Background: an optimization exercise with open tools, aiming at small area, a short achievable clock period and few clock cycles. Do not read the settings as production practice.
Only simulation tests tie the RTL to the original design; equivalence was not proved.
Power figures rest on the tool's default switching activity, not on a simulated workload.

Design axi_interconnect, start of the top module:
module axi_interconnect (
    input  logic                                         axi_clk,
    input  logic                                         arst_n,
    input  logic [axi_ic_pkg::N_MST*axi_ic_pkg::ID_W-1:0]   m_axi_arid,
    input  logic [axi_ic_pkg::N_MST*axi_ic_pkg::ADDR_W-1:0] m_axi_araddr,
    input  logic [axi_ic_pkg::N_MST*axi_ic_pkg::LEN_W-1:0]  m_axi_arlen,
    input  logic [axi_ic_pkg::N_MST*3-1:0]                  m_axi_arsize,
    input  logic [axi_ic_pkg::N_MST*2-1:0]                  m_axi_arburst,
    input  logic [axi_ic_pkg::N_MST-1:0]                    m_axi_arvalid,
    output logic [axi_ic_pkg::N_MST-1:0]                    m_axi_arready,
    output logic [axi_ic_pkg::N_MST*axi_ic_pkg::ID_W-1:0]   m_axi_rid,
    output logic [axi_ic_pkg::N_MST*axi_ic_pkg::DATA_W-1:0] m_axi_rdata,
    output logic [axi_ic_pkg::N_MST*2-1:0]                  m_axi_rresp,
    output logic [axi_ic_pkg::N_MST-1:0]                    m_axi_rlast,
    output logic [axi_ic_pkg::N_MST-1:0]                    m_axi_rvalid,
    input  logic [axi_ic_pkg::N_MST-1:0]                    m_axi_rready,
    output logic [axi_ic_pkg::N_SLV*axi_ic_pkg::SID_W-1:0]  s_axi_arid,
    output logic [axi_ic_pkg::N_SLV*axi_ic_pkg::ADDR_W-1:0] s_axi_araddr,
    output logic [axi_ic_pkg::N_SLV*axi_ic_pkg::LEN_W-1:0]  s_axi_arlen,
    output logic [axi_ic_pkg::N_SLV*3-1:0]                  s_axi_arsize,
    output logic [axi_ic_pkg::N_SLV*2-1:0]                  s_axi_arburst,
    output logic [axi_ic_pkg::N_SLV-1:0]                    s_axi_arvalid,
    input  logic [axi_ic_pkg::N_SLV-1:0]                    s_axi_arready,
    input  logic [axi_ic_pkg::N_SLV*axi_ic_pkg::SID_W-1:0]  s_axi_rid,
    input  logic [axi_ic_pkg::N_SLV*axi_ic_pkg::DATA_W-1:0] s_axi_rdata,
    input  logic [axi_ic_pkg::N_SLV*2-1:0]                  s_axi_rresp,
    input  logic [axi_ic_pkg::N_SLV-1:0]                    s_axi_rlast,
    input  logic [axi_ic_pkg::N_SLV-1:0]                    s_axi_rvalid,
    output logic [axi_ic_pkg::N_SLV-1:0]                    s_axi_rready
);
For scale: roughly 1,300 cells after synthesis, about 0.0081 mm2 of cells after synthesis.
==> module ar_router, before the edit <==
module ar_router (
    input  logic                                                  clk,
    input  logic                                                  arst_n,
    input  logic [axi_ic_pkg::N_MST-1:0]                          m_vld,
    input  logic [axi_ic_pkg::N_MST*axi_ic_pkg::MAR_W-1:0]        m_ar,
    input  logic [axi_ic_pkg::N_SLV:0]                            s_rdy,
    input  logic                                                  err_done,  
    output logic [axi_ic_pkg::N_MST-1:0]                          m_rdy,
    output logic [axi_ic_pkg::N_SLV:0]                            s_vld,
    output logic [(axi_ic_pkg::N_SLV+1)*axi_ic_pkg::SAR_W-1:0]    s_ar,
    output logic [axi_ic_pkg::N_MST-1:0]                          err_src    
);
    localparam int N_MST   = axi_ic_pkg::N_MST;
    localparam int N_SLV   = axi_ic_pkg::N_SLV;
    localparam int ID_W    = axi_ic_pkg::ID_W;
    localparam int CID_W   = axi_ic_pkg::CID_W;
    localparam int ADDR_W  = axi_ic_pkg::ADDR_W;
    localparam int SEL_LSB = axi_ic_pkg::SEL_LSB;
    localparam int MAR_W   = axi_ic_pkg::MAR_W;
    localparam int SAR_W   = axi_ic_pkg::SAR_W;
    localparam int SEL_W   = ADDR_W - SEL_LSB;
    localparam int REST_W  = MAR_W - ID_W;     
    logic [N_SLV:0][N_MST-1:0] hit;          
    logic [N_SLV:0][N_MST-1:0] req;
    logic [N_SLV:0][N_MST-1:0] cand;         
    logic [N_SLV:0][N_MST-1:0] cand_x;       
    logic [N_SLV:0][N_MST-1:0] cand_rst;
    logic [N_SLV:0]            step;         
    for (genvar t = 0; t < N_SLV + 1; t++) begin : g_tgt
        for (genvar i = 0; i < N_MST; i++) begin : g_mst
            assign hit[t][i] = (m_ar[i*MAR_W + REST_W - 1 -: SEL_W] == SEL_W'(t));
            assign req[t][i] = m_vld[i] && hit[t][i];
        end
    end
    assign err_src = cand[N_SLV];
    always_comb begin
        for (int t = 0; t < N_SLV + 1; t++) begin
            s_vld[t] = |(cand[t] & req[t]);
            s_ar[t*SAR_W +: SAR_W] = '0;
            for (int i = 0; i < N_MST; i++) begin
                if (cand[t][i]) begin
                    s_ar[t*SAR_W +: SAR_W] = s_ar[t*SAR_W +: SAR_W]
                                           | {CID_W'(i + 1), m_ar[i*MAR_W +: MAR_W]};
                end
            end
        end
    end
    always_comb begin
        for (int i = 0; i < N_MST; i++) begin
            m_rdy[i] = 1'b0;
            for (int t = 0; t < N_SLV + 1; t++) begin
                if (cand[t][i] && hit[t][i] && s_rdy[t]) begin
                    m_rdy[i] = 1'b1;
                end
            end
        end
    end
    for (genvar t = 0; t < N_SLV; t++) begin : g_step
        assign step[t] = |(req[t] & ~cand[t]) && !(s_vld[t] && !s_rdy[t]);
    end
    assign step[N_SLV] = |(req[N_SLV] & ~cand[N_SLV])
                      && (s_rdy[N_SLV] ? !s_vld[N_SLV] : err_done);
    for (genvar t = 0; t < N_SLV + 1; t++) begin : g_cand
        assign cand_rst[t] = N_MST'(1) << (t % N_MST);
        assign cand[t]     = cand_x[t] ^ cand_rst[t];
    end
    always_ff @(posedge clk or negedge arst_n) begin
        if (!arst_n) begin
            cand_x <= '0;
        end else begin
            for (int t = 0; t < N_SLV + 1; t++) begin
                if (step[t]) begin
                    cand_x[t] <= {cand[t][N_MST-2:0], cand[t][N_MST-1]} ^ cand_rst[t];
                end
            end
        end
    end
endmodule
==> module r_router, before the edit <==
module r_router (
    input  logic                                               clk,
    input  logic                                               arst_n,
    input  logic [axi_ic_pkg::N_SLV:0]                         s_vld,
    input  logic [(axi_ic_pkg::N_SLV+1)*axi_ic_pkg::SR_W-1:0]  s_r,
    input  logic [axi_ic_pkg::N_MST-1:0]                       err_dst,   
    input  logic [axi_ic_pkg::N_MST-1:0]                       m_rdy,
    output logic [axi_ic_pkg::N_SLV:0]                         s_rdy,
    output logic [axi_ic_pkg::N_MST-1:0]                       m_vld,
    output logic [axi_ic_pkg::N_MST*axi_ic_pkg::MR_W-1:0]      m_r
);
    localparam int N_MST = axi_ic_pkg::N_MST;
    localparam int N_SLV = axi_ic_pkg::N_SLV;
    localparam int N_SRC = N_SLV + 1;
    localparam int CID_W = axi_ic_pkg::CID_W;
    localparam int SR_W  = axi_ic_pkg::SR_W;
    localparam int MR_W  = axi_ic_pkg::MR_W;
    logic [N_MST-1:0][N_SLV:0] hit;          
    logic [N_MST-1:0][N_SLV:0] req;
    logic [N_MST-1:0][N_SLV:0] cand;         
    logic [N_MST-1:0][N_SLV:0] cand_x;       
    logic [N_MST-1:0][N_SLV:0] cand_rst;
    logic [N_MST-1:0]          step;         
    logic [N_MST-1:0]          lock;         
    logic [N_MST-1:0]          done;         
    for (genvar m = 0; m < N_MST; m++) begin : g_mst
        for (genvar s = 0; s < N_SLV; s++) begin : g_src
            assign hit[m][s] = (s_r[s*SR_W + SR_W - CID_W +: 2] == 2'(m + 1));
        end
        assign hit[m][N_SLV] = err_dst[m];
        assign req[m] = hit[m] & s_vld;
    end
    always_comb begin
        for (int m = 0; m < N_MST; m++) begin
            m_vld[m] = |(cand[m] & req[m]);
            m_r[m*MR_W +: MR_W] = '0;
            for (int s = 0; s < N_SRC; s++) begin
                if (cand[m][s]) begin
                    m_r[m*MR_W +: MR_W] = m_r[m*MR_W +: MR_W] | s_r[s*SR_W +: MR_W];    
                end
            end
            done[m] = m_vld[m] && m_rdy[m] && m_r[m*MR_W];
        end
        for (int s = 0; s < N_SRC; s++) begin
            s_rdy[s] = 1'b0;
            for (int m = 0; m < N_MST; m++) begin
                if (cand[m][s] && hit[m][s] && m_rdy[m]) begin
                    s_rdy[s] = 1'b1;
                end
            end
        end
    end
    for (genvar m = 0; m < N_MST; m++) begin : g_step
        assign step[m] = |(req[m] & ~cand[m]) && (done[m] || !(lock[m] || m_vld[m]));
    end
    for (genvar m = 0; m < N_MST; m++) begin : g_cand
        assign cand_rst[m] = N_SRC'(1) << m;
        assign cand[m]     = cand_x[m] ^ cand_rst[m];
    end
    always_ff @(posedge clk or negedge arst_n) begin
        if (!arst_n) begin
            lock   <= '0;
            cand_x <= '0;
        end else begin
            for (int m = 0; m < N_MST; m++) begin
                if (done[m]) begin
                    lock[m] <= 1'b0;
                end else if (m_vld[m]) begin
                    lock[m] <= 1'b1;
                end
                if (step[m]) begin
                    cand_x[m] <= {cand[m][N_SLV-1:0], cand[m][N_SLV]} ^ cand_rst[m];
                end
            end
        end
    end
endmodule
clock: 4.5 ns
lec_check: 0
abc_area: 1
cap_margin: 20
core_area: 40 40 160 160
die_area: 0 0 200 200
setup_slack_margin: 1.7
slew_margin: 20
standard.sh (not shown) runs the stock make flow with config.mk's settings and CLKGATE_MAP_FILE= SYNTH_SCRIPT=/design/flow/synth_recipe.tcl, a recipe that flattens the netlist after the stock synthesis.
==> flow/flow/run.sh <==
#!/bin/bash
# The standard layout with two changes:
#  - plain buf_1 cells as the port buffers, instead of the delay buffers that
#    buffer_ports picks by default;
#  - a222oi_1 is not used: its three-high pull-up stack is slow, and the
#    one-hot multiplexers map to a22oi + nand2 instead.
set -euo pipefail
export BUFFER_PORTS_ARGS="-buffer_cell sky130_fd_sc_hd__buf_1"
cp config.mk own_config.mk
echo 'export DONT_USE_CELLS = sky130_fd_sc_hd__a222oi_1' >> own_config.mk
sed "s#DESIGN_CONFIG=[^ ]*#DESIGN_CONFIG=$PWD/own_config.mk#" standard.sh > own_standard.sh
bash own_standard.sh finish > standard.log 2>&1
Testbench counts at the start, summed over its fixed seeds: cycles 7,526.
Change:
--- a/flow/design.v
+++ b/flow/design.v
@@ -91,6 +91,4 @@
     logic [N_SLV:0][N_MST-1:0] req;
     logic [N_SLV:0][N_MST-1:0] cand;         
-    logic [N_SLV:0][N_MST-1:0] cand_x;       
-    logic [N_SLV:0][N_MST-1:0] cand_rst;
     logic [N_SLV:0]            step;         
     for (genvar t = 0; t < N_SLV + 1; t++) begin : g_tgt
@@ -128,15 +126,13 @@
     assign step[N_SLV] = |(req[N_SLV] & ~cand[N_SLV])
                       && (s_rdy[N_SLV] ? !s_vld[N_SLV] : err_done);
-    for (genvar t = 0; t < N_SLV + 1; t++) begin : g_cand
-        assign cand_rst[t] = N_MST'(1) << (t % N_MST);
-        assign cand[t]     = cand_x[t] ^ cand_rst[t];
-    end
     always_ff @(posedge clk or negedge arst_n) begin
         if (!arst_n) begin
-            cand_x <= '0;
+            for (int t = 0; t < N_SLV + 1; t++) begin
+                cand[t] <= N_MST'(1) << (t % N_MST);
+            end
         end else begin
             for (int t = 0; t < N_SLV + 1; t++) begin
                 if (step[t]) begin
-                    cand_x[t] <= {cand[t][N_MST-2:0], cand[t][N_MST-1]} ^ cand_rst[t];
+                    cand[t] <= {cand[t][N_MST-2:0], cand[t][N_MST-1]};
                 end
             end
@@ -211,6 +207,4 @@
     logic [N_MST-1:0][N_SLV:0] req;
     logic [N_MST-1:0][N_SLV:0] cand;         
-    logic [N_MST-1:0][N_SLV:0] cand_x;       
-    logic [N_MST-1:0][N_SLV:0] cand_rst;
     logic [N_MST-1:0]          step;         
     logic [N_MST-1:0]          lock;         
@@ -246,12 +240,10 @@
         assign step[m] = |(req[m] & ~cand[m]) && (done[m] || !(lock[m] || m_vld[m]));
     end
-    for (genvar m = 0; m < N_MST; m++) begin : g_cand
-        assign cand_rst[m] = N_SRC'(1) << m;
-        assign cand[m]     = cand_x[m] ^ cand_rst[m];
-    end
     always_ff @(posedge clk or negedge arst_n) begin
         if (!arst_n) begin
-            lock   <= '0;
-            cand_x <= '0;
+            for (int m = 0; m < N_MST; m++) begin
+                lock[m] <= 1'b0;
+                cand[m] <= N_SRC'(1) << m;
+            end
         end else begin
             for (int m = 0; m < N_MST; m++) begin
@@ -262,5 +254,5 @@
                 end
                 if (step[m]) begin
-                    cand_x[m] <= {cand[m][N_SLV-1:0], cand[m][N_SLV]} ^ cand_rst[m];
+                    cand[m] <= {cand[m][N_SLV-1:0], cand[m][N_SLV]};
                 end
             end
What happened:
- The new run finished with timing, DRC and antenna clean
- sequential share of layout area increases by 0.11 points
- cell area is higher by 2.2%
- global-route usage is lower by 0.69 points
- routed wire length shrinks by 1.0%
- power decreases by 86%
- clock power drops by 9.8%
- clock skew barely changes
Testbench counts after the change, summed over its fixed seeds: cycles 7,526.


main:
Starting RTL as in the previous note.
// axi_interconnect
module axi_interconnect (
    input  logic                                         axi_clk,
    input  logic                                         arst_n,
    input  logic [axi_ic_pkg::N_MST*axi_ic_pkg::ID_W-1:0]   m_axi_arid,
    input  logic [axi_ic_pkg::N_MST*axi_ic_pkg::ADDR_W-1:0] m_axi_araddr,
    input  logic [axi_ic_pkg::N_MST*axi_ic_pkg::LEN_W-1:0]  m_axi_arlen,
    input  logic [axi_ic_pkg::N_MST*3-1:0]                  m_axi_arsize,
    input  logic [axi_ic_pkg::N_MST*2-1:0]                  m_axi_arburst,
    input  logic [axi_ic_pkg::N_MST-1:0]                    m_axi_arvalid,
    output logic [axi_ic_pkg::N_MST-1:0]                    m_axi_arready,
    output logic [axi_ic_pkg::N_MST*axi_ic_pkg::ID_W-1:0]   m_axi_rid,
    output logic [axi_ic_pkg::N_MST*axi_ic_pkg::DATA_W-1:0] m_axi_rdata,
    output logic [axi_ic_pkg::N_MST*2-1:0]                  m_axi_rresp,
    output logic [axi_ic_pkg::N_MST-1:0]                    m_axi_rlast,
    output logic [axi_ic_pkg::N_MST-1:0]                    m_axi_rvalid,
    input  logic [axi_ic_pkg::N_MST-1:0]                    m_axi_rready,
    output logic [axi_ic_pkg::N_SLV*axi_ic_pkg::SID_W-1:0]  s_axi_arid,
    output logic [axi_ic_pkg::N_SLV*axi_ic_pkg::ADDR_W-1:0] s_axi_araddr,
    output logic [axi_ic_pkg::N_SLV*axi_ic_pkg::LEN_W-1:0]  s_axi_arlen,
    output logic [axi_ic_pkg::N_SLV*3-1:0]                  s_axi_arsize,
    output logic [axi_ic_pkg::N_SLV*2-1:0]                  s_axi_arburst,
    output logic [axi_ic_pkg::N_SLV-1:0]                    s_axi_arvalid,
    input  logic [axi_ic_pkg::N_SLV-1:0]                    s_axi_arready,
    input  logic [axi_ic_pkg::N_SLV*axi_ic_pkg::SID_W-1:0]  s_axi_rid,
    input  logic [axi_ic_pkg::N_SLV*axi_ic_pkg::DATA_W-1:0] s_axi_rdata,
    input  logic [axi_ic_pkg::N_SLV*2-1:0]                  s_axi_rresp,
    input  logic [axi_ic_pkg::N_SLV-1:0]                    s_axi_rlast,
    input  logic [axi_ic_pkg::N_SLV-1:0]                    s_axi_rvalid,
    output logic [axi_ic_pkg::N_SLV-1:0]                    s_axi_rready
);
clock: 4.5 ns
lec_check: 0
abc_area: 1
cap_margin: 20
core_area: 40 40 160 160
die_area: 0 0 200 200
setup_slack_margin: 1.8
slew_margin: 20
Scripts as last shown in full above: flow/flow/run.sh
Testbench counts of main, summed over its fixed seeds: cycles 7,526.
Input changes introduced in the feature branch (baseline for comparison: main):
--- a/flow/design.v
+++ b/flow/design.v
@@ -90,8 +90,6 @@
     logic [N_SLV:0][N_MST-1:0] hit;          
     logic [N_SLV:0][N_MST-1:0] req;
     logic [N_SLV:0][N_MST-1:0] cand;         
-    logic [N_SLV:0][N_MST-1:0] cand_x;       
-    logic [N_SLV:0][N_MST-1:0] cand_rst;
     logic [N_SLV:0]            step;         
     for (genvar t = 0; t < N_SLV + 1; t++) begin : g_tgt
         for (genvar i = 0; i < N_MST; i++) begin : g_mst
@@ -127,17 +125,15 @@
     end
     assign step[N_SLV] = |(req[N_SLV] & ~cand[N_SLV])
                       && (s_rdy[N_SLV] ? !s_vld[N_SLV] : err_done);
-    for (genvar t = 0; t < N_SLV + 1; t++) begin : g_cand
-        assign cand_rst[t] = N_MST'(1) << (t % N_MST);
-        assign cand[t]     = cand_x[t] ^ cand_rst[t];
-    end
     always_ff @(posedge clk or negedge arst_n) begin
         if (!arst_n) begin
-            cand_x <= '0;
+            for (int t = 0; t < N_SLV + 1; t++) begin
+                cand[t] <= N_MST'(1) << (t % N_MST);
+            end
         end else begin
             for (int t = 0; t < N_SLV + 1; t++) begin
                 if (step[t]) begin
-                    cand_x[t] <= {cand[t][N_MST-2:0], cand[t][N_MST-1]} ^ cand_rst[t];
+                    cand[t] <= {cand[t][N_MST-2:0], cand[t][N_MST-1]};
                 end
             end
         end
@@ -210,8 +206,6 @@
     logic [N_MST-1:0][N_SLV:0] hit;          
     logic [N_MST-1:0][N_SLV:0] req;
     logic [N_MST-1:0][N_SLV:0] cand;         
-    logic [N_MST-1:0][N_SLV:0] cand_x;       
-    logic [N_MST-1:0][N_SLV:0] cand_rst;
     logic [N_MST-1:0]          step;         
     logic [N_MST-1:0]          lock;         
     logic [N_MST-1:0]          done;         
@@ -245,14 +239,12 @@
     for (genvar m = 0; m < N_MST; m++) begin : g_step
         assign step[m] = |(req[m] & ~cand[m]) && (done[m] || !(lock[m] || m_vld[m]));
     end
-    for (genvar m = 0; m < N_MST; m++) begin : g_cand
-        assign cand_rst[m] = N_SRC'(1) << m;
-        assign cand[m]     = cand_x[m] ^ cand_rst[m];
-    end
     always_ff @(posedge clk or negedge arst_n) begin
         if (!arst_n) begin
-            lock   <= '0;
-            cand_x <= '0;
+            for (int m = 0; m < N_MST; m++) begin
+                lock[m] <= 1'b0;
+                cand[m] <= N_SRC'(1) << m;
+            end
         end else begin
             for (int m = 0; m < N_MST; m++) begin
                 if (done[m]) begin
@@ -261,7 +253,7 @@
                     lock[m] <= 1'b1;
                 end
                 if (step[m]) begin
-                    cand_x[m] <= {cand[m][N_SLV-1:0], cand[m][N_SLV]} ^ cand_rst[m];
+                    cand[m] <= {cand[m][N_SLV-1:0], cand[m][N_SLV]};
                 end
             end
         end
Results
Of the two values seen for origin of the worst setup path, s_axi_rid[21] was produced by main and u_r_router.cand[0] by the feature branch.
Share of synthesized area occupied by flip-flops and latches is lower on the feature branch
Delta (the feature branch minus main): count of filler cells inserted in the layout higher, design area climbed 270 sq um.
The feature branch against main: fmax went up about 1%, post-layout minimum cycle time went down by 0.027 ns.
[the feature branch vs main] met2 track demand over resource in global routing: higher in the feature branch
The feature branch ended with more non-clock buffer area fraction after layout than main.
Testbench counts of the feature branch, summed over its fixed seeds: cycles 7,526.

==> port drivers added, routing unchanged <==
In the flow no input, the clock included, has a driving cell. The finished layouts below were timed again as built, in two steps.
Step 1 (the two cells are an assumption about what drives the block):
set clk [get_ports {axi_clk}]
set_driving_cell -lib_cell sky130_fd_sc_hd__clkbuf_16 $clk
set_driving_cell -lib_cell sky130_fd_sc_hd__buf_2 [delete_from_list [all_inputs] $clk]
Step 2 adds t to the input delays and takes it off the output delays; t is the mean of the earliest and latest rising clock arrival at the registers after step 1. Input paths then give back, and output paths get back, about the clock's delay inside the block.
Slacks: ideal / step 1 / step 2; pairs: ideal / step 1.
run | t, ns | slack for setup (ns) | worst setup path after step 2 | latest minus earliest clock arrival (ns) | worst data-port slew with drivers (ns)
the first run of note 1 | 0.334 | 1.678 / 1.632 / 1.632 | input to output | 0.006 / 0.006 | 0.14
the second run of note 1 | 0.332 | 1.713 / 1.653 / 1.653 | input to output | 0.007 / 0.007 | 0.14
main | 0.332 | 1.733 / 1.688 / 1.688 | input to output | 0.005 / 0.005 | 0.15
the feature branch | 0.332 | 1.760 / 1.710 / 1.712 | input to output | 0.009 / 0.009 | 0.15
After both steps every run listed still meets setup and hold. The setup slack of the second run of note 1, which loses most, moves by -0.060 ns with the drivers and by -0.060 ns with both steps.
